Source: an optimization exercise on an open RTL-to-GDS flow (aim: small area). Production flows keep margins and buffers that such runs may drop. The RTL was checked by simulation tests, not by an equivalence proof against the original design. No activity file was given, so power comes from the tool's default toggle rates.

## flow/config.mk

```make
export PLATFORM = sky130hd
export DESIGN_NAME = snn_block_top
export DESIGN_NICKNAME = snn_block_top
export VERILOG_FILES = /design/flow/design.v
export SDC_FILE = /design/flow/constraint.sdc
export NUM_CORES = 4
export LEC_CHECK = 0
export CAP_MARGIN = 20
export CORE_MARGIN = 2
export CORE_UTILIZATION = 80
export CTS_BUF_LIST = sky130_fd_sc_hd__clkbuf_8
export CTS_CLUSTER_DIAMETER = 55
export CTS_CLUSTER_SIZE = 18
export SLEW_MARGIN = 20
```

## flow/constraint.sdc

```tcl
create_clock -name core_clock -period 25.0 [get_ports {CLK}]
set_input_delay 5.0000 -clock core_clock [delete_from_list [all_inputs] [get_ports {CLK}]]
set_output_delay 5.0000 -clock core_clock [all_outputs]
set_load 0.01 [all_outputs]
```

## flow/design.v

```verilog
package snn_pkg;
	localparam int NUM_NEURONS = 16;	 
	localparam int NUM_ROWS = 8;		 
	localparam int DATA_W = 8;			 
	typedef logic signed [7:0] weight_t;
	typedef logic signed [11:0] sum_t;	 
	typedef logic [2:0] row_t;
	typedef logic [3:0] nidx_t;
	typedef logic [1:0] grp_code_t;		 
	typedef logic [3:0] block_id_t;
	typedef struct packed {
		logic valid;
		block_id_t id;
		grp_code_t grp;
		logic [3:0] rows_used;
		logic [5:0] outputs;
	} block_cfg_t;
	function automatic int group_size(grp_code_t code);
		group_size = 1 << code;
	endfunction
endpackage
`timescale 1ns/1ps
module weight_loader #(
	parameter int NEURONS = 16,
	parameter int ROWS = 8
) (
	input logic CLK,
	input logic RESET_N,
	input logic W_VALID,
	input snn_pkg::weight_t WEIGHT_IN,
	output logic W_REQUEST,
	output logic W_SET_DONE,
	output logic wr_en,
	output snn_pkg::row_t wr_row,
	output snn_pkg::nidx_t wr_neuron,
	output snn_pkg::weight_t wr_data
);
	logic last_wr;
	assign wr_en = W_VALID & ~W_SET_DONE;	 
	assign wr_data = WEIGHT_IN;
	assign last_wr = wr_en && (wr_neuron == snn_pkg::nidx_t'(NEURONS - 1))
		&& (wr_row == snn_pkg::row_t'(ROWS - 1));
	always_ff @(posedge CLK or negedge RESET_N) begin
		if (!RESET_N) begin
			wr_neuron <= '0;
			wr_row <= '0;
			W_SET_DONE <= 1'b0;
			W_REQUEST <= 1'b0;
		end else begin
			W_REQUEST <= ~(W_SET_DONE | last_wr);	 
			if (last_wr)
				W_SET_DONE <= 1'b1;
			if (wr_en) begin
				if (wr_neuron == snn_pkg::nidx_t'(NEURONS - 1)) begin
					wr_neuron <= '0;
					wr_row <= wr_row + 1'b1;
				end else begin
					wr_neuron <= wr_neuron + 1'b1;
				end
			end
		end
	end
endmodule
`timescale 1ns/1ps
module weight_mem #(
	parameter int NEURONS = 16,
	parameter int ROWS = 8
) (
	input logic CLK,
	input logic RESET_N,
	input logic wr_en,
	input snn_pkg::row_t wr_row,		 
	input snn_pkg::nidx_t wr_neuron,
	input snn_pkg::weight_t wr_data,
	input snn_pkg::row_t rd_row,
	output snn_pkg::weight_t [NEURONS-1:0] rd_weights
);
	localparam int HALF = NEURONS / 2;
	logic [2:0] ph;
	logic [2:0] ph1;
	logic [NEURONS-1:0][ROWS-1:0][7:0] ring;
	logic [HALF-1:0][7:0] pend;		 
	logic [NEURONS-1:0] ins;
	logic [ROWS-1:0] sel;			 
	assign ph1 = ph + 3'd1;
	always_ff @(posedge CLK or negedge RESET_N) begin
		if (!RESET_N)
			ph <= '0;
		else
			ph <= ph1;
	end
	always_comb begin
		logic hi;
		snn_pkg::row_t prow;
		for (int p = 0; p < HALF; p++) begin
			hi = (wr_neuron > 4'(p + HALF)) || (wr_neuron <= 4'(p));
			prow = (wr_neuron > 4'(p)) ? wr_row : wr_row - 3'd1;
			ins[p] = !hi && (prow == ph1);
			ins[p + HALF] = hi && (prow == ph1);
		end
	end
	always_ff @(posedge CLK) begin
		if (wr_en)
			pend[wr_neuron[2:0]] <= wr_data;
		for (int n = 0; n < NEURONS; n++) begin
			ring[n][0] <= ins[n] ? pend[n % HALF] : ring[n][ROWS-1];
			for (int k = 1; k < ROWS; k++)
				ring[n][k] <= ring[n][k-1];
		end
		for (int k = 0; k < ROWS; k++)
			sel[k] <= (3'(k) == ph1 - rd_row);
	end
	always_comb begin
		for (int n = 0; n < NEURONS; n++) begin
			rd_weights[n] = '0;
			for (int k = 0; k < ROWS; k++)
				rd_weights[n] |= ring[n][k] & {8{sel[k]}};
		end
	end
endmodule
`timescale 1ns/1ps
module front_ctrl #(
	parameter int BLOCK_ID = 0,
	parameter int NEURONS = 16
) (
	input logic CLK,
	input logic RESET_N,
	input snn_pkg::block_cfg_t CFG,
	input logic START,
	input logic EN,
	input logic [snn_pkg::DATA_W-1:0] DATA_IN,
	output snn_pkg::row_t rd_row,
	output logic [NEURONS-1:0] spikes,
	output logic acc_en,
	output logic clear,
	output logic FRONT_DONE,
	output snn_pkg::grp_code_t grp_code,
	output logic [5:0] outputs
);
	logic [3:0] rows_used_q;
	logic [3:0] beat_cnt;		 
	logic beat;
	logic v1;
	logic v1_last;
	logic [snn_pkg::DATA_W-1:0] d1;
	always_ff @(posedge CLK or negedge RESET_N) begin
		if (!RESET_N) begin
			grp_code <= '0;
			rows_used_q <= '0;
			outputs <= '0;
		end else if (CFG.valid && (CFG.id == snn_pkg::block_id_t'(BLOCK_ID))) begin
			grp_code <= CFG.grp;
			rows_used_q <= CFG.rows_used;
			outputs <= CFG.outputs;
		end
	end
	assign beat = EN & ~START & ~FRONT_DONE & (beat_cnt < rows_used_q);
	assign rd_row = snn_pkg::row_t'(beat_cnt);	 
	assign clear = START;
	assign acc_en = v1;
	always_ff @(posedge CLK or negedge RESET_N) begin
		if (!RESET_N) begin
			beat_cnt <= 4'd15;
			v1_last <= 1'b0;
			FRONT_DONE <= 1'b0;
		end else begin
			v1_last <= beat && (beat_cnt + 4'd1 == rows_used_q);
			if (START) begin
				beat_cnt <= '0;
				FRONT_DONE <= 1'b0;
			end else begin
				if (beat)
					beat_cnt <= beat_cnt + 4'd1;
				if (v1_last)
					FRONT_DONE <= 1'b1;	 
			end
		end
	end
	always_ff @(posedge CLK) begin
		v1 <= beat;
		d1 <= DATA_IN;	 
	end
	always_comb begin
		for (int i = 0; i < NEURONS; i++)
			spikes[i] = d1[i & (snn_pkg::group_size(grp_code) - 1)];
	end
endmodule
`timescale 1ns/1ps
module neuron_array #(
	parameter int NEURONS = 16
) (
	input logic CLK,
	input logic clear,
	input logic acc_en,
	input logic [NEURONS-1:0] spikes,
	input snn_pkg::weight_t [NEURONS-1:0] weights,
	output snn_pkg::sum_t [NEURONS-1:0] sums
);
	logic [NEURONS-1:0][11:0] addend;
	logic [NEURONS-1:0][11:0] nxt;
	logic [NEURONS-1:0][12:0] cy;
	always_comb begin
		for (int i = 0; i < NEURONS; i++) begin
			addend[i] = {{4{weights[i][7]}}, weights[i]} & {12{acc_en & spikes[i]}};
			cy[i][0] = 1'b0;
			for (int b = 0; b < 12; b++) begin
				nxt[i][b] = sums[i][b] ^ addend[i][b] ^ cy[i][b];
				cy[i][b+1] = (sums[i][b] & addend[i][b]) | (sums[i][b] & cy[i][b]) | (addend[i][b] & cy[i][b]);
			end
		end
	end
	always_ff @(posedge CLK) begin
		for (int i = 0; i < NEURONS; i++) begin
			if (clear)
				sums[i] <= '0;	 
			else
				sums[i] <= nxt[i];
		end
	end
endmodule
`timescale 1ns/1ps
module spike_readout #(
	parameter int NEURONS = 16
) (
	input logic CLK,
	input logic RESET_N,
	input logic REQUEST,
	input logic FRONT_DONE,
	input snn_pkg::sum_t [NEURONS-1:0] sums,
	input snn_pkg::grp_code_t grp_code,
	input logic [5:0] outputs,
	output logic OUT_SPIKE,
	output logic OUT_SPIKE_VALID,
	output logic BACK_DONE
);
	logic accept;
	logic [4:0] out_lim;
	logic [4:0] rem;				 
	logic seen;						 
	logic [NEURONS-1:0] res;		 
	logic [NEURONS-1:0] res_new;
	logic [NEURONS/2-1:0][12:0] s2;
	logic [NEURONS/4-1:0][13:0] s4;
	assign accept = REQUEST & FRONT_DONE;
	always_comb begin
		logic [4:0] max_out;
		max_out = 5'(NEURONS >> grp_code);
		out_lim = (outputs > 6'(max_out)) ? max_out : outputs[4:0];
	end
	logic [NEURONS/2-1:0][13:0] c2;
	logic [NEURONS/4-1:0][14:0] c4;
	logic [NEURONS/8-1:0][15:0] c8;
	logic [NEURONS/8-1:0] neg8;
	always_comb begin
		logic [12:0] a2, b2;
		logic [13:0] a4, b4;
		logic [14:0] a8, b8;
		for (int j = 0; j < NEURONS/2; j++) begin
			a2 = {sums[2*j][11], sums[2*j]};
			b2 = {sums[2*j+1][11], sums[2*j+1]};
			c2[j][0] = 1'b0;
			for (int b = 0; b < 12; b++) begin
				s2[j][b] = a2[b] ^ b2[b] ^ c2[j][b];
				c2[j][b+1] = (a2[b] & b2[b]) | (a2[b] & c2[j][b]) | (b2[b] & c2[j][b]);
			end
			s2[j][12] = (a2[11] & b2[11]) | (a2[11] & s2[j][11]) | (b2[11] & s2[j][11]);
			c2[j][13] = 1'b0;
		end
		for (int j = 0; j < NEURONS/4; j++) begin
			a4 = {s2[2*j][12], s2[2*j]};
			b4 = {s2[2*j+1][12], s2[2*j+1]};
			c4[j][0] = 1'b0;
			for (int b = 0; b < 13; b++) begin
				s4[j][b] = a4[b] ^ b4[b] ^ c4[j][b];
				c4[j][b+1] = (a4[b] & b4[b]) | (a4[b] & c4[j][b]) | (b4[b] & c4[j][b]);
			end
			s4[j][13] = (a4[12] & b4[12]) | (a4[12] & s4[j][12]) | (b4[12] & s4[j][12]);
			c4[j][14] = 1'b0;
		end
		for (int j = 0; j < NEURONS/8; j++) begin
			a8 = {s4[2*j][13], s4[2*j]};
			b8 = {s4[2*j+1][13], s4[2*j+1]};
			c8[j][0] = 1'b0;
			for (int b = 0; b < 13; b++)
				c8[j][b+1] = (a8[b] & b8[b]) | (a8[b] & c8[j][b]) | (b8[b] & c8[j][b]);
			neg8[j] = (a8[13] & b8[13]) | (a8[13] & ~c8[j][13]) | (b8[13] & ~c8[j][13]);
			c8[j][15:14] = 2'b00;
		end
		for (int j = 0; j < NEURONS; j++) begin
			if (j < NEURONS/8)
				res_new[j] = grp_code[1] ? (grp_code[0] ? ~neg8[j % (NEURONS/8)] : ~s4[j % (NEURONS/4)][13])
					: (grp_code[0] ? ~s2[j % (NEURONS/2)][12] : ~sums[j][11]);
			else if (j < NEURONS/4)
				res_new[j] = grp_code[1] ? ~s4[j % (NEURONS/4)][13]
					: (grp_code[0] ? ~s2[j % (NEURONS/2)][12] : ~sums[j][11]);
			else if (j < NEURONS/2)
				res_new[j] = grp_code[0] ? ~s2[j % (NEURONS/2)][12] : ~sums[j][11];
			else
				res_new[j] = ~sums[j][11];
		end
	end
	always_ff @(posedge CLK or negedge RESET_N) begin
		if (!RESET_N) begin
			rem <= '0;
			seen <= 1'b0;
		end else if (accept) begin
			rem <= out_lim;
			seen <= 1'b1;
		end else if (rem != '0) begin
			rem <= rem - 5'd1;
		end
	end
	always_ff @(posedge CLK) begin
		if (accept)
			res <= res_new;
		else
			res <= res >> 1;
	end
	assign OUT_SPIKE_VALID = (rem != '0);
	assign OUT_SPIKE = OUT_SPIKE_VALID & res[0];
	assign BACK_DONE = seen & (rem == '0);
endmodule
`timescale 1ns/1ps
module snn_block_top #(
	parameter int BLOCK_ID = 0,
	parameter int NEURONS = snn_pkg::NUM_NEURONS,
	parameter int ROWS = snn_pkg::NUM_ROWS
) (
	input logic CLK,
	input logic RESET_N,
	input logic [16:0] CFG,			 
	input logic W_VALID,
	input logic [7:0] WEIGHT_IN,		 
	output logic W_REQUEST,
	output logic W_SET_DONE,
	input logic START,
	input logic EN,
	input logic [snn_pkg::DATA_W-1:0] DATA_IN,
	input logic REQUEST,
	output logic FRONT_DONE,
	output logic OUT_SPIKE,
	output logic OUT_SPIKE_VALID,
	output logic BACK_DONE
);
	logic wr_en;
	snn_pkg::row_t wr_row;
	snn_pkg::nidx_t wr_neuron;
	snn_pkg::weight_t wr_data;
	snn_pkg::row_t rd_row;
	snn_pkg::weight_t [NEURONS-1:0] rd_weights;	 
	logic [NEURONS-1:0] spikes;
	logic acc_en;
	logic clear;
	snn_pkg::grp_code_t grp_code;
	logic [5:0] outputs;
	snn_pkg::sum_t [NEURONS-1:0] sums;
	weight_loader #(.NEURONS(NEURONS), .ROWS(ROWS)) i_loader (
		.CLK(CLK), .RESET_N(RESET_N), .W_VALID(W_VALID), .WEIGHT_IN(WEIGHT_IN),
		.W_REQUEST(W_REQUEST), .W_SET_DONE(W_SET_DONE), .wr_en(wr_en),
		.wr_row(wr_row), .wr_neuron(wr_neuron), .wr_data(wr_data)
	);
	weight_mem #(.NEURONS(NEURONS), .ROWS(ROWS)) i_mem (
		.CLK(CLK), .RESET_N(RESET_N), .wr_en(wr_en), .wr_row(wr_row),
		.wr_neuron(wr_neuron), .wr_data(wr_data), .rd_row(rd_row),
		.rd_weights(rd_weights)
	);
	front_ctrl #(.BLOCK_ID(BLOCK_ID), .NEURONS(NEURONS)) i_front (
		.CLK(CLK), .RESET_N(RESET_N), .CFG(CFG), .START(START), .EN(EN),
		.DATA_IN(DATA_IN), .rd_row(rd_row), .spikes(spikes), .acc_en(acc_en),
		.clear(clear), .FRONT_DONE(FRONT_DONE), .grp_code(grp_code), .outputs(outputs)
	);
	neuron_array #(.NEURONS(NEURONS)) i_neurons (
		.CLK(CLK), .clear(clear), .acc_en(acc_en),
		.spikes(spikes), .weights(rd_weights), .sums(sums)
	);
	spike_readout #(.NEURONS(NEURONS)) i_readout (
		.CLK(CLK), .RESET_N(RESET_N), .REQUEST(REQUEST), .FRONT_DONE(FRONT_DONE),
		.sums(sums), .grp_code(grp_code), .outputs(outputs), .OUT_SPIKE(OUT_SPIKE),
		.OUT_SPIKE_VALID(OUT_SPIKE_VALID), .BACK_DONE(BACK_DONE)
	);
endmodule
```

## flow/flow/run.sh

```bash
#!/bin/bash
# The standard layout (standard.sh) with changes that leave the registers
# as the standard synthesis makes them:
#  - after Yosys extracts full adders, fixfa.py picks each adder's polarity
#    (a full adder is self-dual) so fewer inverters sit around the adders;
#  - ABC maps the logic with an area-recovering script (abc_map.script, used in
#    place of ORFS's abc_speed.script);
#  - ports are buffered with buf_1 cells;
#  - clock tree synthesis leaves out dummy loads and uses clkbuf_8 clusters.
# Every other ORFS script is used unchanged from a copy of $FLOW_HOME/scripts.
# standard.sh's output goes to standard.log; ORFS keeps each step's log under
# orfs/logs/.
set -euo pipefail
cd "$(dirname "$0")/.."
rm -rf scripts_local
cp -r "$FLOW_HOME/scripts" scripts_local
cp flow/abc_map.script scripts_local/abc_speed.script
cp flow/fixfa.py scripts_local/fixfa.py
python3 flow/patch_synth.py scripts_local/synth.tcl > patch.log 2>&1
export SCRIPTS_DIR="$PWD/scripts_local"
export BUFFER_PORTS_ARGS="-buffer_cell sky130_fd_sc_hd__buf_1"
export CTS_ARGS="-sink_clustering_enable -repair_clock_nets -dont_use_dummy_load -buf_list sky130_fd_sc_hd__clkbuf_8 -sink_clustering_size 20 -sink_clustering_max_diameter 50"
bash standard.sh > standard.log 2>&1
```

## flow/flow/abc_map.script

```
&get -n
&st
&syn2
&dch -f
&nf -R 1000 -p -F 10 -A 6 -C 32
&put
```

## flow/flow/fixfa.py

```python
#!/usr/bin/env python3
"""Choose the polarity of each extracted full adder ($fa) so that fewer
inverters sit between adders and flip-flops. A full adder is self-dual:
FA(~a,~b,~c) = ~FA(a,b,c), so an adder may take complemented inputs and give
complemented outputs. Flipped adders get $_NOT_ cells on every input and
output; ABC later removes the inverter pairs this creates. Usage:
fixfa.py in.json out.json"""
import json, sys, random

src, dst = sys.argv[1], sys.argv[2]
d = json.load(open(src))
top = None
for name, m in d["modules"].items():
    if m.get("attributes", {}).get("top") not in (None, 0, "0", "00000000000000000000000000000000"):
        top = name
if top is None:
    top = [n for n, m in d["modules"].items() if m.get("cells")][0]
m = d["modules"][top]
cells = m["cells"]

drv = {}
for cn, c in cells.items():
    for p, bits in c["connections"].items():
        if c.get("port_directions", {}).get(p) == "output":
            for i, b in enumerate(bits):
                if isinstance(b, int):
                    drv[b] = (cn, p, i)

def root(b):
    par = 0
    while isinstance(b, int) and b in drv and cells[drv[b][0]]["type"] == "$_NOT_":
        b = cells[drv[b][0]]["connections"]["A"][0]
        par ^= 1
    return b, par

fas = [cn for cn, c in cells.items() if c["type"] == "$fa"
       and all(len(c["connections"][p]) == 1 for p in "ABCXY")]
idx = {cn: i for i, cn in enumerate(fas)}
# Each adder input pin: (fa index, root bit, parity, root kind, root fa index)
pins = []
for cn in fas:
    for p in "ABC":
        b = cells[cn]["connections"][p][0]
        r, par = root(b)
        if not isinstance(r, int):
            continue  # constant
        kind, g = "fixed", -1
        if r in drv:
            rc = cells[drv[r][0]]
            if rc["type"] == "$fa" and drv[r][0] in idx:
                kind, g = "fa", idx[drv[r][0]]
            elif not rc["type"].startswith("$_DFF") and not rc["type"].startswith("$dff") \
                    and not rc["type"].startswith("$_SDFF") and not rc["type"].startswith("$_DFFE") \
                    and not rc["type"].startswith("$adff") and not rc["type"].startswith("$_ALDFF"):
                kind = "logic"
        pins.append((idx[cn], r, par, kind, g))

flip = [0] * len(fas)
by_fa = [[] for _ in fas]
for k, (f, r, par, kind, g) in enumerate(pins):
    by_fa[f].append(k)
    if g >= 0:
        by_fa[g].append(k)

def cost():
    need = set()
    for f, r, par, kind, g in pins:
        if kind == "logic":
            continue
        want = par ^ flip[f]
        have = flip[g] if kind == "fa" else 0
        if want != have:
            need.add((r, want))
    return len(need)

best = cost()
start = best
random.seed(1)
order = list(range(len(fas)))
for it in range(30):
    improved = False
    random.shuffle(order)
    for f in order:
        flip[f] ^= 1
        c = cost()
        if c < best:
            best = c
            improved = True
        else:
            flip[f] ^= 1
    if not improved:
        break
# Pairs of linked adders (carry chains) flipped together
for it in range(10):
    improved = False
    for f, r, par, kind, g in pins:
        if kind != "fa":
            continue
        flip[f] ^= 1; flip[g] ^= 1
        c = cost()
        if c < best:
            best = c; improved = True
        else:
            flip[f] ^= 1; flip[g] ^= 1
    if not improved:
        break
print(f"fixfa: {len(fas)} adders, inverter roots {start} -> {best}, {sum(flip)} flipped")

nxt = max([b for c in cells.values() for bits in c["connections"].values() for b in bits if isinstance(b, int)] + [1]) + 1
def newbit():
    global nxt
    nxt += 1
    return nxt - 1
n = 0
for i, cn in enumerate(fas):
    if not flip[i]:
        continue
    c = cells[cn]
    for p in "ABC":
        b = c["connections"][p][0]
        nb = newbit()
        cells[f"$fafix_not_{n}"] = {"hide_name": 1, "type": "$_NOT_", "parameters": {}, "attributes": {},
            "port_directions": {"A": "input", "Y": "output"}, "connections": {"A": [b], "Y": [nb]}}
        n += 1
        c["connections"][p] = [nb]
    for p in "XY":
        b = c["connections"][p][0]
        nb = newbit()
        cells[f"$fafix_not_{n}"] = {"hide_name": 1, "type": "$_NOT_", "parameters": {}, "attributes": {},
            "port_directions": {"A": "input", "Y": "output"}, "connections": {"A": [nb], "Y": [b]}}
        n += 1
        c["connections"][p] = [nb]
d["modules"] = {top: m}
json.dump(d, open(dst, "w"))
```

## flow/flow/patch_synth.py

```python
#!/usr/bin/env python3
"""Insert the adder polarity step (fixfa.py) into a copy of ORFS's synth.tcl,
right after extract_fa. Usage: patch_synth.py path/to/synth.tcl"""
import sys
p = sys.argv[1]
s = open(p).read()
anchor = "  extract_fa {*}[dont_use_extract_fa_args]\n"
assert s.count(anchor) == 1, "extract_fa line not found"
s = s.replace(anchor, anchor + """  opt_clean
  write_json $::env(RESULTS_DIR)/fa_pre.json
  exec python3 $::env(SCRIPTS_DIR)/fixfa.py $::env(RESULTS_DIR)/fa_pre.json $::env(RESULTS_DIR)/fa_post.json >@ stdout
  delete $::env(DESIGN_NAME)
  read_json $::env(RESULTS_DIR)/fa_post.json
  hierarchy -top $::env(DESIGN_NAME)
""")
open(p, "w").write(s)
```

## flow/standard.sh

```bash
#!/bin/bash
# synth_recipe.tcl (not shown) runs the flow's synth.tcl, then flattens the netlist and writes it again
# the make line also repeats each setting of config.mk as NAME=value (left out here)
make -C /OpenROAD-flow-scripts/flow DESIGN_CONFIG=/design/flow/config.mk WORK_HOME=/design/flow/orfs CLKGATE_MAP_FILE= SYNTH_SCRIPT=/design/flow/synth_recipe.tcl "${@:-finish}"
```

==> summary.md, run 1 <==
| Metric | Value |
|---|---|
| Initial antenna violation count | `2` |
| DR WL/cell | `27.6 microns` |
| Slew margin rel. | `27.7%` |
| Yosys warns | `5` |
| Vias | `27500` |
| Num CTS Buffers | `91` |
| Register-to-register setup slack | `16.68 ns` |
| Number of vias per cell | `6.83` |
| Power, Total | `5.20 mW` |
| Cell Area, Synth | `0.0445 sq mm` |
| CTS Hold Buffers Added | `0` |
| Hold Vio Cnt, Final | `0` |
| Vias in the first global route | `29800` |
| # IOs | `45` |
| Routability cong. | `0.864` |
| Critical path class | `flop to flop` |
| Hpwl dp | `72900 microns` |
| Static Leakage | `19.2 nW` |
| Post-CTS setup buffers | `0` |
| Uppermost routed layer | `met4` |
| DR WL met3 | `12000 microns` |
| Max cap viols | `0` |
| Clock-pin slew on the worst setup and hold paths | `0.11 ns` |
| Clk root buf | `clkbuf_8` |
| Die height | `240 microns` |
| Dominant synthesized flop cell | `dfxtp_1` |
| Post-Synthesis Cells | `3094` |
| Status | `complete, no violations` |
| Worst setup SP type | `flop` |
| Path category of the worst min-delay check | `flop to flop` |
| Synth-to-layout area growth | `6.28%` |
| IO buf count | `44` |
| Crit-path max FO | `2` |
| Achievable clock frequency | `0.120 GHz` |
| Commonest non-fill, non-tap cell in the layout | `dfxtp_1` |
| Initial core utilization | `80.9%` |
| Worst Max-Slew Pin Slew | `1.09 ns` |
| Flops & latches, synth | `1349` |
| CTS tree | `done` |
| Async S/R FF share, synth | `2.67%` |
| Setup violations, final | `0` |
| Worst EP required | `25.60 ns` |
| CTS Buffer Depth | `3` |
| Ratio of cells with drive above 1 in the final layout | `4.82%` |
| Initial DRC Count | `3296` |
| Total wire length | `111000 microns` |
| Max Slew Vio Count | `0` |
| H-tree Lvls | `3` |
| Post-synthesis area per instance | `14.4 sq um` |
| Tmin final | `8.32 ns` |
| Fin crit share | `33.3%` |
| DRT met1 WL | `41500 microns` |
| Grt total ovfl | `0` |
| Fin cells | `4029` |
| RSZ-0062 raised after global routing | `no` |
| Setup Skew | `0.0896 ns` |
| Floorplan row count | `86` |
| Sequential area share after synthesis | `62.6%` |
| Core Area | `0.0550 sq mm` |
| First-pass GRT wire length | `171000 microns` |
| Clk sinks | `1349` |
| Pwr/cell area | `110 mW/mm^2` |
| Floorplan die area | `0.0575 sq mm` |
| Antenna viol nets, final | `0` |
| # DRC | `0` |
| Largest net degree at the start of global routing | `96` |
| Commonest non-fill, non-tap cells in the layout | `dfxtp_1, fa_1, a222oi_1` |
| Setup total negative slack | `0 ns` |
| Total Nets Final | `3672` |
| Number of synthesized flops with an enable pin | `64` |
| Routed wl met2 | `52100 microns` |
| Worst skew pair latency | `0.75 ns` |
| Dpl cells | `3934` |
| Fill cell count | `2628` |
| WP data arrival | `8.92 ns` |
| DIE WIDTH | `240 microns` |
| Max rail drop VDD | `0.0915 mV` |
| Post-CTS sizing | `0` |
| CP Capture Type | `flop` |
| Distinct cell type count after synthesis | `48` |
| DR pass1 iterations | `10` |
| All-Layer GR Usage | `39.7%` |
-- Yosys cell counts (2+ instances only) --
cell type	instances	area share, %
o211ai_1	5	0.084
a41oi_1	6	0.12
nor2_1	59	0.50
a221oi_1	51	1.0
o21ai_0	87	0.98
dfrtp_1	32	1.8
nor3_1	15	0.17
nor3b_1	2	0.034
a21oi_1	36	0.41
a31oi_1	126	1.8
a21boi_0	4	0.068
a22o_1	49	0.97
a22oi_1	92	1.6
nand3_1	13	0.15
and3_1	4	0.056
ha_1	53	1.5
o21a_1	5	0.084
nor2b_1	182	2.6
a21o_1	2	0.034
o22ai_1	8	0.11
and2_0	3	0.042
nand2_1	172	1.5
a222oi_1	204	4.6
nor4_1	2	0.028
xnor2_1	23	0.45
fa_1	301	14
nand2b_1	5	0.070
mux2_1	139	3.5
mux2i_1	5	0.11
clkinv_1	36	0.30
maj3_1	6	0.14
o221ai_1	2	0.039
dfxtp_1	1249	56
a211oi_1	3	0.051
a32o_1	8	0.18
xor2_1	26	0.51
dfstp_2	4	0.24
edfxtp_1	64	4.3
a221o_1	2	0.045
-- path summary, 6_finish.rpt --
path                                    start  cells past startpoint                    end
max reg2reg                i_neurons.sums[96]                     20       i_readout.res[1]
min reg2reg                   i_mem.ring[590]                      0        i_mem.ring[598]
min in group asynchronous             RESET_N                      1     i_front.outputs[5]
min                           i_mem.ring[590]                      0        i_mem.ring[598]
max                        i_neurons.sums[96]                     20       i_readout.res[1]
max in group asynchronous             RESET_N                      1  i_loader.wr_neuron[1]
-- routing by layer --
metal | GRT usage [%] | up-vias
li1 | - | 11700
met1 | 52.1 | 13800
met2 | 62.5 | 1622
met3 | 10.0 | 342
met4 | 19.4 | 0
met5 | 0 | -
-- registers in the layout, indices dropped and copies added, names as in the netlist --
| signal | flops |
|---|---|
| i_mem.ph | 3 |
| i_mem.sel | 8 |
| i_mem.pend | 64 |
| i_front.v1 | 1 |
| i_mem.ring | 1024 |
| i_front.d1 | 8 |
| i_loader.W_SET_DONE | 1 |
| i_neurons.sums | 192 |
| i_readout.rem | 5 |
| i_readout.seen | 1 |
| i_loader.wr_neuron | 4 |
| i_front.grp_code | 2 |
| i_front.v1_last | 1 |
| i_loader.W_REQUEST | 1 |
| i_front.rows_used_q | 4 |
| i_front.FRONT_DONE | 1 |
| i_readout.res | 16 |
| i_front.outputs | 6 |
| i_front.beat_cnt | 4 |
| i_loader.wr_row | 3 |
-- cells by family after synthesis --
logic type      share of synthesized area, %
xor+xnor                               0.965
buf+inv                                0.304
flops                                   62.6
mux                                     3.68
fa+ha+maj                               15.2
other cells                          0.00843
simple gates                            5.10
compound gates                          12.2
-- per-stage QoR --
stage / setup slack, ns / area, sq um / hold slack (ns) / util (%)
finish: 16.68 / 47300 / 0.284 / 86.0
global route: 16.41 / 47300 / 0.295 / 85.9
CTS: 16.64 / 47200 / 0.289 / 85.9
detailed placement: 16.72 / 46000 / 0.336 / 83.6
global placement: 16.83 / 46000 / 0.331 / 83.6
floorplan: 16.03 / 44500 / 0.330 / -
-- layout make-up --
class                           instances  area [sq um]  share of cell area, %
Clock buffer                           91          1250                   2.65
Timing Repair Buffer                   89           508                   1.07
Tap cell                              748           936                   1.98
Multi-Input combinational cell       1712         16600                   35.0
Antenna cell                            4          10.0                 0.0212
Sequential cell                      1349         27900                   59.0
Inverter                               36           135                  0.286
-- worst max-delay path: stages (launching register included) --
cell and delay, ns:
dfxtp_1 0.34, ha_1 0.22, fa_1 0.47, fa_1 0.46, fa_1 0.46, fa_1 0.47
fa_1 0.47, fa_1 0.46, fa_1 0.47, fa_1 0.46, fa_1 0.49, fa_1 0.44
clkinv_1 0.07, fa_1 0.41, fa_1 0.56, clkinv_1 0.09, maj3_1 0.36, maj3_1 0.40
maj3_1 0.37, mux4_2 0.45, mux2_1 0.29
-- power breakdown --
group / leakage (nW) / switching, mW / internal [mW]
combinational: 7.23 / 0.553 / 0.332
clock: 0.654 / 0.627 / 0.327
sequential: 11.3 / 0.448 / 2.91
==> run 2, diff against run 1 <==
--- a/flow/flow/run.sh
+++ b/flow/flow/run.sh
@@ -6,7 +6,7 @@
 #  - ABC maps the logic with an area-recovering script (abc_map.script, used in
 #    place of ORFS's abc_speed.script);
 #  - ports are buffered with buf_1 cells;
-#  - clock tree synthesis leaves out dummy loads and uses clkbuf_8 clusters.
+#  - clock tree synthesis leaves out dummy loads and uses clkbuf_4 clusters.
 # Every other ORFS script is used unchanged from a copy of $FLOW_HOME/scripts.
 # standard.sh's output goes to standard.log; ORFS keeps each step's log under
 # orfs/logs/.
@@ -19,5 +19,5 @@
 python3 flow/patch_synth.py scripts_local/synth.tcl > patch.log 2>&1
 export SCRIPTS_DIR="$PWD/scripts_local"
 export BUFFER_PORTS_ARGS="-buffer_cell sky130_fd_sc_hd__buf_1"
-export CTS_ARGS="-sink_clustering_enable -repair_clock_nets -dont_use_dummy_load -buf_list sky130_fd_sc_hd__clkbuf_8 -sink_clustering_size 20 -sink_clustering_max_diameter 50"
+export CTS_ARGS="-sink_clustering_enable -repair_clock_nets -dont_use_dummy_load -buf_list sky130_fd_sc_hd__clkbuf_4 -sink_clustering_size 10 -sink_clustering_max_diameter 40"
 bash standard.sh > standard.log 2>&1
==> run 2 against run 1 <==
Against the previous run: still clean; first-iteration DRC count fell by 3.0%; global-route usage rose by 0.26 points; non-clock buffer count rose by 1; register-to-register slack barely moved; combinational power fell by 0.6%; clock skew rose by 0.0050 ns; die area did not move; worst setup slack improved by 0.013 ns; sequential power barely moved; synthesized area did not move; largest cell class unchanged.
==> summary.md, run 2 <==
| Metric | Value |
|---|---|
| Worst skew pair latency | `1.06 ns (was 0.75 ns)` |
| # IOs | `45 (unchanged)` |
| Post-synth top area cell | `dfxtp_1 (unchanged)` |
| CP endpoint | `i_readout.res[1] (unchanged)` |
| Hpwl dp | `72900 microns (unchanged)` |
| First-pass GRT wire length | `172000 microns (was 171000 microns)` |
| Hold Vio Cnt, Final | `0 (unchanged)` |
| CTS tree | `done (unchanged)` |
| Worst r2r dst | `i_readout.res[1] (unchanged)` |
| Die height | `240 microns (unchanged)` |
| Fin Hold WS | `0.273 ns (was 0.284 ns)` |
| Worst Max-Slew Pin Slew | `1.07 ns (was 1.09 ns)` |
| Critical path class | `flop to flop (unchanged)` |
| Status | `complete, no violations (unchanged)` |
| Fill cell count | `2692 (was 2628)` |
| Async S/R FF share, synth | `2.67% (unchanged)` |
| DR WL/cell | `27.1 microns (was 27.6 microns)` |
| Floorplan die area | `0.0575 sq mm (unchanged)` |
| H-tree Lvls | `4 (was 3)` |
| Achievable clock frequency | `0.120 GHz (about the same)` |
| Post-synthesis area per instance | `14.4 sq um (unchanged)` |
| Setup violations, final | `0 (unchanged)` |
| Number of vias per cell | `6.80 (was 6.83)` |
| IO buf count | `44 (unchanged)` |
| Setup Skew | `0.0945 ns (was 0.0896 ns)` |
| Clk sinks | `1349 (unchanged)` |
| Post-DP Area | `0.0460 sq mm (unchanged)` |
| Worst reg2reg path depth | `20 (unchanged)` |
| Commonest cells in the netlist | `dfxtp_1, fa_1, a222oi_1 (unchanged)` |
| Antenna viol nets, final | `0 (unchanged)` |
| Register with the most flip-flops | `i_mem.ring (unchanged)` |
| Commonest non-fill, non-tap cells in the layout | `dfxtp_1, fa_1, a222oi_1 (unchanged)` |
| WP data arrival | `9.17 ns (was 8.92 ns)` |
| Cell Area, Synth | `0.0445 sq mm (unchanged)` |
| Clock-pin slew on the worst setup and hold paths | `0.10 ns (was 0.11 ns)` |
| DIE WIDTH | `240 microns (unchanged)` |
| Slew margin rel. | `28.6% (was 27.7%)` |
| Worst EP required | `25.86 ns (was 25.60 ns)` |
| Num CTS Buffers | `160 (was 91)` |
| Static Leakage | `19.3 nW (was 19.2 nW)` |
| Critical path origin | `i_neurons.sums[96] (unchanged)` |
| Flops & latches, synth | `1349 (unchanged)` |
| Total Nets Final | `3742 (was 3672)` |
| Initial DRC Count | `3197 (was 3296)` |
| FF/Latch Area | `0.0279 sq mm (unchanged)` |
| Sequential area share after synthesis | `62.6% (unchanged)` |
| Max rail drop VDD | `0.0839 mV (was 0.0915 mV)` |
| Register-to-register setup slack | `16.69 ns (was 16.68 ns)` |
| Worst flop-to-flop path startpoint | `i_neurons.sums[96] (unchanged)` |
| DR pass1 iterations | `10 (unchanged)` |
| Distinct cell type count after synthesis | `48 (unchanged)` |
| Grt total ovfl | `0 (unchanged)` |
| Ratio of cells with drive above 1 in the final layout | `6.81% (was 4.82%)` |
| Synth-to-layout area growth | `6.23% (was 6.28%)` |
| Setup total negative slack | `0 ns (unchanged)` |
| Core Area | `0.0550 sq mm (unchanged)` |
| Routability cong. | `0.864 (unchanged)` |
| Post-Synthesis Cells | `3094 (unchanged)` |
| Crit-path max FO | `2 (unchanged)` |
| Clk root buf | `clkbuf_4 (was clkbuf_8)` |
| Area fraction of the dominant cell type after synthesis | `56.2% (unchanged)` |
| Most frequent cell after synthesis | `dfxtp_1 (unchanged)` |
| Yosys warns | `5 (unchanged)` |
| Fin cells | `4102 (was 4029)` |
| Initial antenna violation count | `2 (unchanged)` |
| Post-CTS sizing | `0 (unchanged)` |
| CTS Buffer Depth | `3 (unchanged)` |
| Max reg flops | `1024 (unchanged)` |
| Max Slew Vio Count | `0 (unchanged)` |
| Synth top area cells | `dfxtp_1, fa_1, a222oi_1 (unchanged)` |
| RSZ-0062 raised after global routing | `no (unchanged)` |
| Vias | `27900 (was 27500)` |
| Dpl cells | `3934 (unchanged)` |
| Max cap viols | `0 (unchanged)` |
| All-Layer GR Usage | `40.0% (was 39.7%)` |
| Area taken by multi-input logic gates | `0.0166 sq mm (unchanged)` |
| Dominant synthesized flop cell | `dfxtp_1 (unchanged)` |
| Commonest non-fill, non-tap cell in the layout | `dfxtp_1 (unchanged)` |
| CTS Hold Buffers Added | `0 (unchanged)` |
| Fin crit share | `33.2% (was 33.3%)` |
| Tmin final | `8.31 ns (was 8.32 ns)` |
| Path category of the worst min-delay check | `flop to flop (unchanged)` |
| Post-route core utilization | `85.9% (was 86.0%)` |
| Initial core utilization | `80.9% (unchanged)` |
| Fin area | `0.0472 sq mm (was 0.0473 sq mm)` |
| Largest net degree at the start of global routing | `96 (unchanged)` |
| Vias in the first global route | `30200 (was 29800)` |
| Post-CTS setup buffers | `0 (unchanged)` |
| Number of synthesized flops with an enable pin | `64 (unchanged)` |
| CP Capture Type | `flop (unchanged)` |
| # DRC | `0 (unchanged)` |
| Floorplan row count | `86 (unchanged)` |
| Total wire length | `111000 microns (about the same)` |
| Worst setup SP type | `flop (unchanged)` |
| Pwr/cell area | `110 mW/mm^2 (about the same)` |
-- run 2: worst min-delay path by stage --
| stage | slack, ns | start | cells past startpoint | end |
|---|---|---|---|---|
| 5_1_grt | 0.29 | i_mem.ring[590] | 0 | i_mem.ring[598] |
| 6_report | 0.27 | i_mem.ring[590] | 0 | i_mem.ring[598] |
| 3_5_place_dp | 0.34 | i_mem.ring[225] | 0 | i_mem.ring[233] |
| 2_1_floorplan | 0.33 | i_mem.ring[71] | 0 | i_mem.ring[79] |
| 4_1_cts | 0.28 | i_mem.ring[590] | 0 | i_mem.ring[598] |
| 3_3_place_gp | 0.33 | i_mem.ring[935] | 0 | i_mem.ring[943] |
-- run 2: kinds of logic after synthesis --
kind of cell / after synthesis / synth area share, %
simple gates: 460 / 5.10
buf+inv: 36 / 0.304
fa+ha+maj: 360 / 15.2
mux: 145 / 3.68
other cells: 1 / 0.00843
xor+xnor: 49 / 0.965
flops: 1349 / 62.6
compound gates: 694 / 12.2
-- run 2: critical path, stage by stage, from the launching register on --
cell	delay, ns
dfxtp_1	0.33
ha_1	0.22
fa_1	0.47
fa_1	0.47
fa_1	0.46
fa_1	0.47
fa_1	0.47
fa_1	0.46
fa_1	0.46
fa_1	0.46
fa_1	0.46
fa_1	0.43
clkinv_1	0.07
fa_1	0.41
fa_1	0.56
clkinv_1	0.08
maj3_1	0.35
maj3_1	0.40
maj3_1	0.36
mux4_2	0.45
mux2_1	0.29
-- run 2: cell type report --
type                    count  area share, %
inverters                  36          0.286
flip-flops and latches   1349           59.0
multi-input cells        1712           35.1
repair buffers             90           1.12
well taps                 748           1.98
clock buffers             160           2.54
diodes                      7         0.0371
-- run 2: metrics by stage --
| stage | setup WS [ns] | power, mW |
|---|---|---|
| 2_1_floorplan | 16.03 | 3.75 |
| 3_3_place_gp | 16.83 | 4.12 |
| 3_5_place_dp | 16.72 | 4.23 |
| 4_1_cts | 16.65 | 5.15 |
| 5_1_grt | 16.39 | 5.39 |
| 6_report | 16.69 | 5.18 |
-- run 2: routing by layer --
layer / GRT usage (%) / wire [microns] / vias up / part of all wire (%)
met5: 0 / 0 / - / 0
met4: 20.3 / 5380 / 0 / 4.8
met3: 10.0 / 12200 / 324 / 11
met2: 62.5 / 52200 / 1671 / 47
met1: 52.5 / 41400 / 14000 / 37
li1: - / - / 11900 / -
-- run 2: power by group --
part           switching, mW  leakage [nW]  total, mW  internal, mW
registers              0.443          11.3       3.35          2.91
logic                  0.549          7.24      0.880         0.331
clock network          0.652         0.736      0.947         0.295
total                   1.64          19.3       5.18          3.54
==> run 3, diff against run 2 <==
--- a/flow/design.v
+++ b/flow/design.v
@@ -91,12 +91,13 @@
 	end
 	always_comb begin
 		logic hi;
-		snn_pkg::row_t prow;
+		logic hit_cur, hit_prev;
+		hit_cur = (wr_row == ph1);
+		hit_prev = (wr_row - 3'd1 == ph1);
 		for (int p = 0; p < HALF; p++) begin
 			hi = (wr_neuron > 4'(p + HALF)) || (wr_neuron <= 4'(p));
-			prow = (wr_neuron > 4'(p)) ? wr_row : wr_row - 3'd1;
-			ins[p] = !hi && (prow == ph1);
-			ins[p + HALF] = hi && (prow == ph1);
+			ins[p] = !hi && hit_cur;
+			ins[p + HALF] = hi && ((wr_neuron > 4'(p)) ? hit_cur : hit_prev);
 		end
 	end
 	always_ff @(posedge CLK) begin
--- a/flow/flow/run.sh
+++ b/flow/flow/run.sh
@@ -6,7 +6,7 @@
 #  - ABC maps the logic with an area-recovering script (abc_map.script, used in
 #    place of ORFS's abc_speed.script);
 #  - ports are buffered with buf_1 cells;
-#  - clock tree synthesis leaves out dummy loads and uses clkbuf_4 clusters.
+#  - clock tree synthesis leaves out dummy loads and uses clkbuf_8 clusters.
 # Every other ORFS script is used unchanged from a copy of $FLOW_HOME/scripts.
 # standard.sh's output goes to standard.log; ORFS keeps each step's log under
 # orfs/logs/.
@@ -19,5 +19,5 @@
 python3 flow/patch_synth.py scripts_local/synth.tcl > patch.log 2>&1
 export SCRIPTS_DIR="$PWD/scripts_local"
 export BUFFER_PORTS_ARGS="-buffer_cell sky130_fd_sc_hd__buf_1"
-export CTS_ARGS="-sink_clustering_enable -repair_clock_nets -dont_use_dummy_load -buf_list sky130_fd_sc_hd__clkbuf_4 -sink_clustering_size 10 -sink_clustering_max_diameter 40"
+export CTS_ARGS="-sink_clustering_enable -repair_clock_nets -dont_use_dummy_load -buf_list sky130_fd_sc_hd__clkbuf_8 -sink_clustering_size 18 -sink_clustering_max_diameter 55"
 bash standard.sh > standard.log 2>&1
==> run 3 against run 2 <==
Against the previous run: maximum frequency rose by 8.5%; register-to-register slack better by 0.65 ns; routed wire length is 1.4% lower; core utilization down 0.27 points; non-clock buffer count fell by 3; largest power group unchanged; die area shrank 0.18%; combinational power decreased by 11%; clock skew is 0.0084 ns lower.
==> summary.md, run 3 <==
| Metric | Value |
|---|---|
| Worst EP required | `25.63 ns (was 25.86 ns)` |
| Number of vias per cell | `6.82 (was 6.80)` |
| Crit path top cell by count | `fa_1 (unchanged)` |
| Register with the most flip-flops | `i_mem.ring (unchanged)` |
| Worst Max-Slew Pin Slew | `1.20 ns (was 1.07 ns)` |
| Clk sinks | `1349 (unchanged)` |
| H-tree Lvls | `3 (was 4)` |
| Post-CTS sizing | `0 (unchanged)` |
| Initial DRC Count | `3582 (was 3197)` |
| Most frequent cell after synthesis | `dfxtp_1 (unchanged)` |
| Dominant synthesized flop cell | `dfxtp_1 (unchanged)` |
| IO buf count | `44 (unchanged)` |
| Commonest cells in the netlist | `dfxtp_1, fa_1, a222oi_1 (unchanged)` |
| Achievable clock frequency | `0.131 GHz (was 0.120 GHz)` |
| Vias | `27400 (was 27900)` |
| Sequential area share after synthesis | `62.7% (was 62.6%)` |
| Floorplan row count | `86 (unchanged)` |
| Synth-to-layout area growth | `6.09% (was 6.23%)` |
| Path category of the worst min-delay check | `flop to flop (unchanged)` |
| Worst skew pair latency | `0.75 ns (was 1.06 ns)` |
| Number of synthesized flops with an enable pin | `64 (unchanged)` |
| Setup violations, final | `0 (unchanged)` |
| Setup ws final | `17.34 ns (was 16.69 ns)` |
| Commonest non-fill, non-tap cells in the layout | `dfxtp_1, fa_1, a222oi_1 (unchanged)` |
| Post-Synthesis Cells | `3083 (was 3094)` |
| Area fraction of the dominant cell type after synthesis | `56.3% (was 56.2%)` |
| Distinct cell type count after synthesis | `49 (was 48)` |
| Hpwl dp | `73200 microns (was 72900 microns)` |
| Post-synth top area cell | `dfxtp_1 (unchanged)` |
| Static Leakage | `19.2 nW (was 19.3 nW)` |
| Routability cong. | `0.879 (was 0.864)` |
| Floorplan die area | `0.0574 sq mm (was 0.0575 sq mm)` |
| Clock-pin slew on the worst setup and hold paths | `0.11 ns (was 0.10 ns)` |
| Critical path class | `flop to flop (unchanged)` |
| Max rail drop VDD | `0.0953 mV (was 0.0839 mV)` |
| Hold Vio Cnt, Final | `0 (unchanged)` |
| CP top delay family | `adder cells (unchanged)` |
| Synth top area cells | `dfxtp_1, fa_1, a222oi_1 (unchanged)` |
| Vias in the first global route | `29200 (was 30200)` |
| DR WL/cell | `27.3 microns (was 27.1 microns)` |
| All-Layer GR Usage | `39.2% (was 40.0%)` |
| Fin Hold WS | `0.327 ns (was 0.273 ns)` |
| Worst setup SP type | `flop (unchanged)` |
| Fin crit share | `30.6% (was 33.2%)` |
| Die height | `240 microns (about the same)` |
| Post-CTS setup buffers | `0 (unchanged)` |
| Register-to-register setup slack | `17.34 ns (was 16.69 ns)` |
| Commonest non-fill, non-tap cell in the layout | `dfxtp_1 (unchanged)` |
| Largest net degree at the start of global routing | `87 (was 96)` |
| Initial antenna violation count | `1 (was 2)` |
| Tmin final | `7.66 ns (was 8.31 ns)` |
| Worst reg2reg path depth | `18 (was 20)` |
| Antenna viol nets, final | `0 (unchanged)` |
| Yosys warns | `5 (unchanged)` |
| Cell Area, Synth | `0.0444 sq mm (was 0.0445 sq mm)` |
| DIE WIDTH | `240 microns (about the same)` |
| Status | `complete, no violations (unchanged)` |
| Setup Skew | `0.0861 ns (was 0.0945 ns)` |
| Post-synthesis area per instance | `14.4 sq um (about the same)` |
| WP data arrival | `8.29 ns (was 9.17 ns)` |
| Max incr delay on CP | `0.54 ns (was 0.56 ns)` |
| DR pass1 iterations | `10 (unchanged)` |
| Critical path buffers and inverters | `1 (was 2)` |
| Place WS | `17.30 ns (was 16.72 ns)` |
| CTS tree | `done (unchanged)` |
| Max cap viols | `0 (unchanged)` |
| CP Capture Type | `flop (unchanged)` |
| Total wire length | `110000 microns (was 111000 microns)` |
| # IOs | `45 (unchanged)` |
| Worst flop-to-flop path startpoint | `i_neurons.sums[168] (was i_neurons.sums[96])` |
| Total Nets Final | `3655 (was 3742)` |
| CP cell instances | `ha_1, fa_1, fa_1, fa_1, fa_1, fa_1, fa_1, fa_1, fa_1, fa_1, fa_1, fa_1, fa_1, fa_1, clkinv_1, a222oi_1, o21ai_0, a21oi_1 (was ha_1, fa_1, fa_1, fa_1, fa_1, fa_1, fa_1, fa_1, fa_1, fa_1, fa_1, clkinv_1, fa_1, fa_1, clkinv_1, maj3_1, maj3_1, maj3_1, mux4_2, mux2_1)` |
| First-pass GRT wire length | `169000 microns (was 172000 microns)` |
| Core Area | `0.0550 sq mm (unchanged)` |
| Initial core utilization | `80.7% (was 80.9%)` |
| Hold Startpoint | `i_mem.ring[245] (was i_mem.ring[590])` |
| Clk root buf | `clkbuf_8 (was clkbuf_4)` |
| Num CTS Buffers | `86 (was 160)` |
| Slew margin rel. | `19.6% (was 28.6%)` |
| Crit-path max FO | `2 (unchanged)` |
| Ratio of cells with drive above 1 in the final layout | `4.60% (was 6.81%)` |
| # DRC | `0 (unchanged)` |
| CTS Buffer Depth | `3 (unchanged)` |
| WHS Path Cells | `0 (unchanged)` |
| Max reg flops | `1024 (unchanged)` |
| RSZ-0062 raised after global routing | `no (unchanged)` |
| Grt total ovfl | `0 (unchanged)` |
| Hold endpoint | `i_mem.ring[253] (was i_mem.ring[598])` |
| Setup total negative slack | `0 ns (unchanged)` |
| Max Slew Vio Count | `0 (unchanged)` |
| Pwr/cell area | `106 mW/mm^2 (was 110 mW/mm^2)` |
| Async S/R FF share, synth | `2.67% (unchanged)` |
| Worst r2r dst | `i_readout.res[1] (unchanged)` |
| Max stage delay cell, worst path | `fa_1 (unchanged)` |
| Flops & latches, synth | `1349 (unchanged)` |
| CTS Hold Buffers Added | `0 (unchanged)` |
==> run 3: cell count changes after synthesis, sizes merged, moves of 4 or more <==
| cell | change |
|---|---|
| nor3 | -7 |
| maj3 | -6 |
| a21boi | -4 |
| o21a | -4 |
==> run 3: per-stage QoR <==
stage | instances | instance area, sq um | power (mW) | util, %
after floorplan | 3086 | 44400 | 3.65 | -
after global placement | 3921 | 45900 | 3.97 | 83.4
after detailed placement | 3921 | 45900 | 4.07 | 83.5
after CTS | 4007 | 47100 | 4.98 | 85.6
after global routing | 4007 | 47100 | 5.20 | 85.6
final | 4010 | 47100 | 5.01 | 85.6
==> run 3: cell families after synthesis <==
group	after synthesis	synth area share [%]
XOR/XNOR	49	0.967
multiplexers	142	3.59
flip-flops	1349	62.7
adder cells (fa/ha/maj)	355	15.1
buffers and inverters	36	0.304
AND/OR/NAND/NOR	454	5.07
AO/OA/AOI/OAI	697	12.3
other	1	0.00845
==> run 3: final cells by class <==
class	count	area [sq um]
antenna	3	7.51
fill	2720	7900
sequential	1349	27900
tap	748	936
timing repair buffer	87	493
multi-input combinational	1701	16500
inverter	36	135
clock buffer	86	1180
==> run 3: worst reg2reg max path: stages (launching register included) <==
cell,delay [ns]
dfxtp_1,0.34
ha_1,0.22
fa_1,0.45
fa_1,0.50
fa_1,0.54
fa_1,0.49
fa_1,0.49
fa_1,0.49
fa_1,0.47
fa_1,0.48
fa_1,0.46
fa_1,0.47
fa_1,0.51
fa_1,0.42
fa_1,0.49
clkinv_1,0.08
a222oi_1,0.33
o21ai_0,0.20
a21oi_1,0.16
==> run 3: report_power, final <==
part | switching (mW) | internal (mW) | total, mW | leakage [nW]
logic | 0.477 | 0.302 | 0.779 | 7.20
registers | 0.422 | 2.88 | 3.30 | 11.3
clock network | 0.622 | 0.310 | 0.933 | 0.618
==> run 3: layer usage <==
| metal | vias up | wire length, microns | global-route usage [%] |
|---|---|---|---|
| li1 | 11700 | - | - |
| met1 | 13800 | 41800 | 52.8 |
| met2 | 1558 | 51200 | 62.2 |
| met3 | 323 | 11200 | 7.99 |
| met4 | 0 | 5340 | 18.1 |
| met5 | - | 0 | 0 |
==> run 3: how the worst max path moves through the flow <==
stage	startpoint	endpoint	slack, ns	cells past startpoint
finish	i_neurons.sums[168]	i_readout.res[1]	17.34	18
global route	i_neurons.sums[168]	i_readout.res[1]	17.09	18
CTS	i_neurons.sums[168]	i_readout.res[1]	17.29	18
detailed placement	i_neurons.sums[168]	i_readout.res[1]	17.30	18
global placement	i_neurons.sums[168]	i_readout.res[1]	17.57	18
floorplan	W_VALID	i_loader.wr_row[1]	15.98	4

re-timing with driven ports:
Ports are ideal in the flow. The routed layouts listed here were re-timed in OpenROAD. Step 1 sets driving cells, clkbuf_16 on the clock port and buf_2 on the other inputs (assumed; they add their load-dependent delay and slew). Step 2 also shifts input and output timing later by t, the mid clock arrival at the registers, as if the neighbouring blocks saw the same clock. Three values: ideal, step 1, step 2; two values: the first two.
| run | t (ns) | setup WS [ns] | worst setup path after step 2 | worst slew at a driven data input, ns |
|---|---|---|---|---|
| run 1 | 0.772 | 16.678 / 16.678 / 16.678 | register to register | 0.09 |
| run 2 | 1.070 | 16.691 / 16.691 / 16.691 | register to register | 0.08 |
| run 3 | 0.764 | 17.340 / 17.340 / 17.340 | register to register | 0.06 |
After both steps every run listed still meets setup and hold.
